What follows belongs to an exercise in optimizing a design on an open flow for small area; a production flow would make more cautious choices.
Function was checked by simulation only, so behaviour that the tests miss may differ from the original.
Power is estimated from default activity; no workload was simulated.

**flow/config.mk**
```make
export PLATFORM = sky130hd
export DESIGN_NAME = dma_link_sequencer_tx
export DESIGN_NICKNAME = dma_link_sequencer_tx
export VERILOG_FILES = /design/flow/design.v
export SDC_FILE = /design/flow/constraint.sdc
export NUM_CORES = 4
export LEC_CHECK = 0
export CAP_MARGIN = 20
export CORE_MARGIN = 2
export CORE_UTILIZATION = 55
export SLEW_MARGIN = 20
```
**flow/constraint.sdc**
```tcl
create_clock -name core_clock -period 6.0 [get_ports {clk}]
set_input_delay 1.2000 -clock core_clock [delete_from_list [all_inputs] [get_ports {clk}]]
set_output_delay 1.2000 -clock core_clock [all_outputs]
set_load 0.01 [all_outputs]
```
**flow/design.v**
```verilog
`default_nettype none
module dma_link_sequencer_tx #(
  parameter int                DATA_W    = 64,
  parameter int                ADDR_W    = 32,
  parameter int                NUM_LINKS = 16,
  parameter logic [ADDR_W-1:0] REG_BASE  = 32'hFFFF_0000,
  parameter int                IDX_W     = (NUM_LINKS > 1) ? $clog2(NUM_LINKS) : 1
) (
  input  logic              clk,
  input  logic              rst,
  input  logic [ADDR_W-1:0] slave_addr_i,
  input  logic [DATA_W-1:0] slave_data_i,
  input  logic              wr_en_i,
  input  logic              rd_en_i,
  input  logic [ADDR_W-1:0] rd_addr_i,
  output logic [DATA_W-1:0] rd_data_o,
  output logic              rd_valid_o,
  output logic              desc_valid_o,
  input  logic              desc_ready_i,
  output logic [DATA_W-1:0] desc_data_o,
  output logic [DATA_W-1:0] desc_base_o,
  output logic [IDX_W-1:0]  desc_idx_o,
  input  logic              xfer_done_i,
  output logic              busy_o,
  output logic              done_o,
  output logic              aborted_o,
  output logic              irq_o
);
  localparam int                c_stride    = DATA_W / 8;
  localparam logic [ADDR_W-1:0] c_ctrl_addr = REG_BASE + ADDR_W'((NUM_LINKS + 1) * c_stride);
  localparam logic [ADDR_W-1:0] c_stat_addr = REG_BASE + ADDR_W'((NUM_LINKS + 2) * c_stride);
  localparam logic [7:0]        c_max_cnt   = 8'(NUM_LINKS);
  logic                st_issue_q, st_wait_q, st_fin_q;
  logic                aborted_q, abort_pend_q, irq_q;
  logic [DATA_W-1:0]   base_q;
  logic [NUM_LINKS-1:0][DATA_W-1:0] link_q;
  logic [7:0]          count_q;
  logic [IDX_W-1:0]    idx_q;
  logic [DATA_W-1:0]   rd_data_q;
  logic                rd_valid_q;
  logic                busy;
  assign busy = st_issue_q | st_wait_q;
  logic [NUM_LINKS-1:0] w_sel_link;
  logic                 w_sel_base, w_sel_ctrl;
  always_comb begin
    w_sel_base = (slave_addr_i == REG_BASE);
    w_sel_ctrl = (slave_addr_i == c_ctrl_addr);
    for (int i = 0; i < NUM_LINKS; i++)
      w_sel_link[i] = (slave_addr_i == REG_BASE + ADDR_W'((i + 1) * c_stride));
  end
  logic              w_we;
  logic [DATA_W-1:0] w_wdata;
  assign w_we    = wr_en_i & ~busy;
  assign w_wdata = slave_data_i & {DATA_W{~rst}};
  always_ff @(posedge clk) begin
    if (rst | (w_we & w_sel_base)) base_q <= w_wdata;
  end
  for (genvar g = 0; g < NUM_LINKS; g++) begin : g_link
    always_ff @(posedge clk) begin
      if (rst | (w_we & w_sel_link[g])) link_q[g] <= w_wdata;
    end
  end
  always_ff @(posedge clk) begin
    if (rst | (w_we & w_sel_ctrl)) count_q <= w_wdata[15:8];
  end
  logic [NUM_LINKS-1:0] r_sel_link;
  logic                 r_sel_base, r_sel_stat;
  always_comb begin
    r_sel_base = (rd_addr_i == REG_BASE) & ~rst;
    r_sel_stat = (rd_addr_i == c_stat_addr) & ~rst;
    for (int i = 0; i < NUM_LINKS; i++)
      r_sel_link[i] = (rd_addr_i == REG_BASE + ADDR_W'((i + 1) * c_stride)) & ~rst;
  end
  logic [DATA_W-1:0] w_status;
  assign w_status = DATA_W'({8'h00, 8'(idx_q), count_q, 5'b0, irq_q, aborted_q, busy});
  logic [DATA_W-1:0] w_rd_val;
  always_comb begin
    w_rd_val = ({DATA_W{r_sel_base}} & base_q) | ({DATA_W{r_sel_stat}} & w_status);
    for (int i = 0; i < NUM_LINKS; i++)
      w_rd_val = w_rd_val | ({DATA_W{r_sel_link[i]}} & link_q[i]);
  end
  always_ff @(posedge clk) begin
    rd_valid_q <= rd_en_i & ~rst;
    if (rst | rd_en_i) rd_data_q <= w_rd_val;
  end
  logic [DATA_W-1:0] w_desc;
  always_comb begin
    w_desc = '0;
    for (int g = 0; g < 4; g++) begin
      logic [DATA_W-1:0] t;
      t = '0;
      for (int j = 0; j < 4; j++)
        t = t | ({DATA_W{idx_q[1:0] == 2'(j)}} & link_q[4*g+j]);
      w_desc = w_desc | ({DATA_W{idx_q[3:2] == 2'(g)}} & t);
    end
  end
  logic       w_ctrl, w_start, w_abort, w_irq_clr, w_cnt_ok, w_last;
  logic [7:0] w_cnt;
  assign w_ctrl    = wr_en_i & w_sel_ctrl;
  assign w_cnt     = slave_data_i[15:8];
  assign w_start   = w_ctrl & slave_data_i[0];
  assign w_abort   = w_ctrl & slave_data_i[1];
  assign w_irq_clr = w_ctrl & slave_data_i[2];
  assign w_cnt_ok  = (w_cnt != 8'd0) && (w_cnt <= c_max_cnt);
  assign w_last    = (idx_q == IDX_W'(count_q - 8'd1));
  logic w_go, w_end_issue, w_end_wait, w_next;
  assign w_go        = ~busy & ~st_fin_q & w_start & w_cnt_ok;
  assign w_end_issue = st_issue_q & desc_ready_i & (abort_pend_q | w_abort);
  assign w_end_wait  = st_wait_q & (w_abort | (xfer_done_i & w_last));
  assign w_next      = st_wait_q & ~w_abort & xfer_done_i & ~w_last;
  always_ff @(posedge clk) begin
    if (rst) begin
      st_issue_q   <= 1'b0;
      st_wait_q    <= 1'b0;
      st_fin_q     <= 1'b0;
      idx_q        <= '0;
      aborted_q    <= 1'b0;
      abort_pend_q <= 1'b0;
      irq_q        <= 1'b0;
    end else begin
      st_fin_q   <= w_end_issue | w_end_wait;
      st_issue_q <= w_go | w_next | (st_issue_q & ~desc_ready_i);
      st_wait_q  <= (st_issue_q & desc_ready_i & ~abort_pend_q & ~w_abort) |
                    (st_wait_q & ~w_abort & ~xfer_done_i);
      if (w_go) idx_q <= '0;
      else if (w_next) idx_q <= idx_q + IDX_W'(1);
      if (w_go) aborted_q <= 1'b0;
      else if (w_end_issue | (st_wait_q & w_abort)) aborted_q <= 1'b1;
      abort_pend_q <= st_issue_q & ~desc_ready_i & (abort_pend_q | w_abort);
      if (st_fin_q) irq_q <= 1'b1;
      else if (w_irq_clr) irq_q <= 1'b0;
    end
  end
  assign rd_data_o    = rd_data_q;
  assign rd_valid_o   = rd_valid_q;
  assign desc_valid_o = st_issue_q;
  assign desc_data_o  = w_desc;
  assign desc_base_o  = base_q;
  assign desc_idx_o   = idx_q;
  assign busy_o       = busy;
  assign done_o       = st_fin_q;
  assign aborted_o    = aborted_q;
  assign irq_o        = irq_q;
endmodule
`default_nettype wire
```
**flow/run.sh**
```bash
#!/bin/bash
# synth_recipe.tcl (not shown) runs the flow's synth.tcl, then flattens the netlist and writes it again
# the make line also repeats each setting of config.mk as NAME=value (left out here)
make -C /OpenROAD-flow-scripts/flow DESIGN_CONFIG=/design/flow/config.mk WORK_HOME=/design/flow/orfs CLKGATE_MAP_FILE= SYNTH_SCRIPT=/design/flow/synth_recipe.tcl finish
```
==> flow_metrics.py <==
metrics = {
    "route": {
        "detailedRoute.firstPassIterationCount": 9,
        "detail_route.wirelength_um": 203800,
        "routed_via_density": 7.922,
        "drtIter0Drc": 8261,
        "drt.antenna.violating_nets": 0,
        "wl_per_cell_um": 41.21,
        "count_of_unresolved_drc_violations_after_routing": 0,
        "route.vias.total": 39180,
    },
    "logic_synthesis": {
        "syn_inst": 3340,
        "netlist_area_mm2": 0.04959,
        "number_of_flops_mapped_to_enable_cells_by_yosys": 1160,
        "async_flop_share_pct": 0,
        "mappedNetlistNets": 3479,
        "synth.yosys.seq_area_share_pct": 70.69,
        "postSynthAreaPerCell_um2": 14.85,
        "yosys.cell_types.count": 60,
        "synth-main-ff-cell": "sky130_fd_sc_hd__edfxtp_1",
        "yosysWarnings": 1,
        "synth_seq_cells": 1171,
    },
    "sta": {
        "post-route-worst-setup-slack_ns": 0.3856,
        "setup_repair_after_global_routing_missed_its_margin": "false",
        "setup-violations-final": 0,
        "finalClockSkew_ns": 0.02591,
        "post-route-min-period_ns": 5.614,
        "fmax_mhz": 178.1,
        "finalCritPeriodShare_pct": 93.57,
        "timing.final.hold_violations": 0,
        "fin_tns_setup_ns": 0,
        "timing.final.max_slew_violations": 0,
        "tightest_slew_ns": 1.284,
        "slew_headroom_pct": 14.39,
    },
    "clock_network": {
        "ctsLongestPathBuffers": 3,
        "clkLatencyLatePin_ns": 0.76,
        "worst_setup_hold_path_clk_slew_ns": 0.06,
        "holdBufCountCts": 0,
        "ctsHtreeMaxLevel": 3,
        "post-cts-setup-buffers": 0,
        "clock_tree.root_cell": "sky130_fd_sc_hd__clkbuf_16",
        "clock_tree_from_tritoncts": "built",
        "cts_buf_count": 119,
        "post_cts_resize_count": 0,
        "numClockSinks": 1171,
    },
    "setup_path": {
        "critical_path_arrival_ns": 4.41,
        "worst_ep_required_time_ns": 4.80,
        "crit_fanout": 74,
        "kind_of_start_point_of_the_critical_path": "register",
        "crit_type": "reg2out",
        "end_kind": "primary output",
    },
    "run_status": {
        "run_status": "complete, no violations",
    },
    "global_routing": {
        "global_route.usage.total_pct": 43.23,
        "antenna_found_initial": 9,
        "gr-total-overflow": 0,
        "first_pass_grt_wire_length_um": 283300,
        "first_global_vias": 37850,
        "grt_max_degree": 156,
    },
    "power_and_ir_drop": {
        "combinationalPowerShare_pct": 6.1,
        "seqPwrFrac_pct": 54.0,
        "switching_power_uw": 4350,
        "power_leakage_uw": 0.01926,
        "power_density_mw_per_mm2": 316.0,
        "intPower_uw": 14370,
        "vdd_drop_max_mv": 0.2952,
        "switching_share_pct": 23.23,
        "p_clk_share_pct": 39.8,
    },
    "floorplan": {
        "die_height_um": 304.3,
        "initial_core_util_pct": 55.26,
        "floorplan.rows": 110,
        "floorplan.io_pins": 336,
        "die-area_mm2": 0.09258,
        "coreArea_mm2": 0.08974,
        "die_width_um": 304.3,
    },
    "final_layout": {
        "final_core_util_pct": 66.03,
        "post_route_cells_drive_above_1_share_pct": 11.56,
        "synthToLayoutAreaGrowth_pct": 19.48,
        "finalNetCount": 3798,
        "stdcell_count": 4946,
    },
    "flow_run": {
        "max_cap_viol_count": 0,
    },
    "place": {
        "place_congestion": 0.9523,
        "post-dp-hpwl_um": 114500,
        "dp.cells": 4714,
        "place_worst_setup_slack_ns": 0.8365,
        "portBuffers": 335,
    },
    "hold_path": {
        "worst_hold_path_type": "reg2reg",
    },
}
-- power groups by stage --
stage                     Clock [uW]  Combinational, uW  Sequential (uW)
after floorplan                    0                448            10100
after global placement             0               1100            10200
after detailed placement           0               1110            10300
after CTS                       7440               1110            10100
after global routing            7770               1180            10200
final                           7460               1150            10100
-- final timing paths --
path	slack [ns]	endpoint	cells past startpoint	start
max	0.39	desc_data_o[53]	7	idx_q[0]$_SDFFE_PP0P_
min	0.56	irq_q$_SDFFE_PP0P_	2	irq_q$_SDFFE_PP0P_
max reg2reg	2.81	link_q[490]$_DFFE_PP_	7	st_issue_q$_SDFF_PP0_
min reg2reg	0.56	irq_q$_SDFFE_PP0P_	2	irq_q$_SDFFE_PP0P_
-- cell type report --
cell class | count | area, um^2
antenna | 7 | 17.52
clock buffer | 137 | 3067
clock inverter | 88 | 802.0
fill | 6340 | 30480
inverter | 12 | 45.04
multi-input combinational | 1873 | 13780
sequential | 1171 | 35050
tap | 1176 | 1471
timing repair buffer | 482 | 5015
-- cell usage in the layout, fill, tap and decap left out, drive strengths merged, types with 5 or more instances in the layout --
cell           count
or2                5
mux2i             42
a22oi            732
a222oi            62
a221oi            84
or3                8
a22o              61
clkinv            63
dfxtp             11
clkdlybuf4s50    331
nand2b             5
and3              17
diode              7
xnor2              5
a21oi            270
nor3              32
or4               84
clkbuf           137
a221o              8
nand3             19
ha                 5
edfxtp          1160
o2bb2ai           50
inv               18
o22ai             40
bufinv            13
nand2             73
nor2              38
buf              151
nor4              24
clkinvlp           6
nand4             62
o21ai             11
nor2b             71
mux2               8
-- logic make-up after synthesis --
family / Yosys count / synth area share, %
AO/OA/AOI/OAI: 1356 / 19.95
XOR/XNOR: 9 / 0.1892
adder cells (fa/ha/maj): 5 / 0.1262
buffers and inverters: 296 / 2.498
flip-flops: 1171 / 70.69
multiplexers: 50 / 1.029
AND/OR/NAND/NOR: 453 / 5.525
-- Yosys cell counts, types with 4 or more instances --
master	number	area [um^2]
sky130_fd_sc_hd__edfxtp_1	1160	34830
sky130_fd_sc_hd__a22oi_1	732	5495
sky130_fd_sc_hd__a21oi_1	270	1351
sky130_fd_sc_hd__clkbuf_1	193	724.4
sky130_fd_sc_hd__a221oi_1	84	735.7
sky130_fd_sc_hd__or4_1	84	630.6
sky130_fd_sc_hd__nand2_1	73	274.0
sky130_fd_sc_hd__nor2b_1	71	444.2
sky130_fd_sc_hd__a222oi_1	62	620.6
sky130_fd_sc_hd__nand4_1	62	387.9
sky130_fd_sc_hd__a22o_1	61	534.3
sky130_fd_sc_hd__o2bb2ai_1	50	437.9
sky130_fd_sc_hd__mux2i_1	42	420.4
sky130_fd_sc_hd__o22ai_1	40	250.2
sky130_fd_sc_hd__buf_2	39	195.2
sky130_fd_sc_hd__nor2_1	38	142.6
sky130_fd_sc_hd__buf_1	35	131.4
sky130_fd_sc_hd__nor3_1	22	110.1
sky130_fd_sc_hd__nor4_1	20	125.1
sky130_fd_sc_hd__nand3_1	19	95.09
sky130_fd_sc_hd__and3_1	17	106.4
sky130_fd_sc_hd__buf_4	13	97.59
sky130_fd_sc_hd__inv_1	12	45.04
sky130_fd_sc_hd__dfxtp_1	11	220.2
sky130_fd_sc_hd__o21ai_0	11	55.05
sky130_fd_sc_hd__a221o_1	8	80.08
sky130_fd_sc_hd__mux2_2	8	90.09
sky130_fd_sc_hd__or3_1	8	50.05
sky130_fd_sc_hd__ha_1	5	62.56
sky130_fd_sc_hd__nand2b_1	5	31.28
sky130_fd_sc_hd__nor3_2	5	50.05
sky130_fd_sc_hd__nor3_4	5	81.33
sky130_fd_sc_hd__or2_2	5	31.28
sky130_fd_sc_hd__xnor2_1	5	43.79
sky130_fd_sc_hd__a211oi_1	4	30.03
sky130_fd_sc_hd__a32oi_1	4	35.03
sky130_fd_sc_hd__and4_1	4	35.03
sky130_fd_sc_hd__buf_6	4	45.04
sky130_fd_sc_hd__nor4_2	4	50.05
sky130_fd_sc_hd__o32ai_1	4	35.03
-- metal layers --
metal	part of all wire, %	vias up	global-route usage (%)
met1	35	19170	59.28
met4	6.5	8	23.24
li1	-	14910	-
met2	42	4189	62.32
met5	0.025	-	0.3101
met3	16	903	13.02
-- sequential cells by signal (all words and copies together), names as in the netlist, 4 cells and up --
| register | flops |
|---|---|
| idx_q | 4 |
| link_q | 1024 |
| rd_data_q | 64 |
| count_q | 8 |
| base_q | 64 |
-- stage by stage --
| step | hold slack (ns) | total power [uW] | area (um^2) |
|---|---|---|---|
| CTS | 0.5569 | 18650 | 59150 |
| floorplan | 0.4957 | 10590 | 49630 |
| global route | 0.5929 | 19110 | 59230 |
| finish | 0.5626 | 18720 | 59250 |
| global placement | 0.5319 | 11340 | 55270 |
| detailed placement | 0.5430 | 11370 | 55280 |
-- worst max-delay path, stage by stage, from the launching register on --
cell                              delay, ns
sky130_fd_sc_hd__dfxtp_1               0.72
sky130_fd_sc_hd__inv_1                 0.29
sky130_fd_sc_hd__ha_4                  0.54
sky130_fd_sc_hd__buf_12                0.41
sky130_fd_sc_hd__a22oi_1               0.24
sky130_fd_sc_hd__a21oi_1               0.11
sky130_fd_sc_hd__or4_1                 0.67
sky130_fd_sc_hd__clkdlybuf4s50_1       0.53

[what the ideal ports hide]
In the flow no input, the clock included, has a driving cell. The finished layout below was timed again as built, in two steps. Step 1: set_driving_cell puts a clkbuf_16 on clk and a buf_2 on each other input, an assumption about the parent block. Step 2 moves the port delays by t, midway between the first and last clock arrival at a register: inputs arrive t later, outputs are due t later. That takes back most of the time a late clock gives input paths. Slacks: no drivers / after step 1 / after step 2; pairs: no drivers / after step 1.
shift t [ns]: 0.816
slack for setup (ns): 0.386 / 0.310 / 0.754
worst setup path after step 2: input to register
After both steps this run still meets setup and hold. For this run, drivers alone change the setup slack by -0.076 ns; drivers and shift together by +0.368 ns.
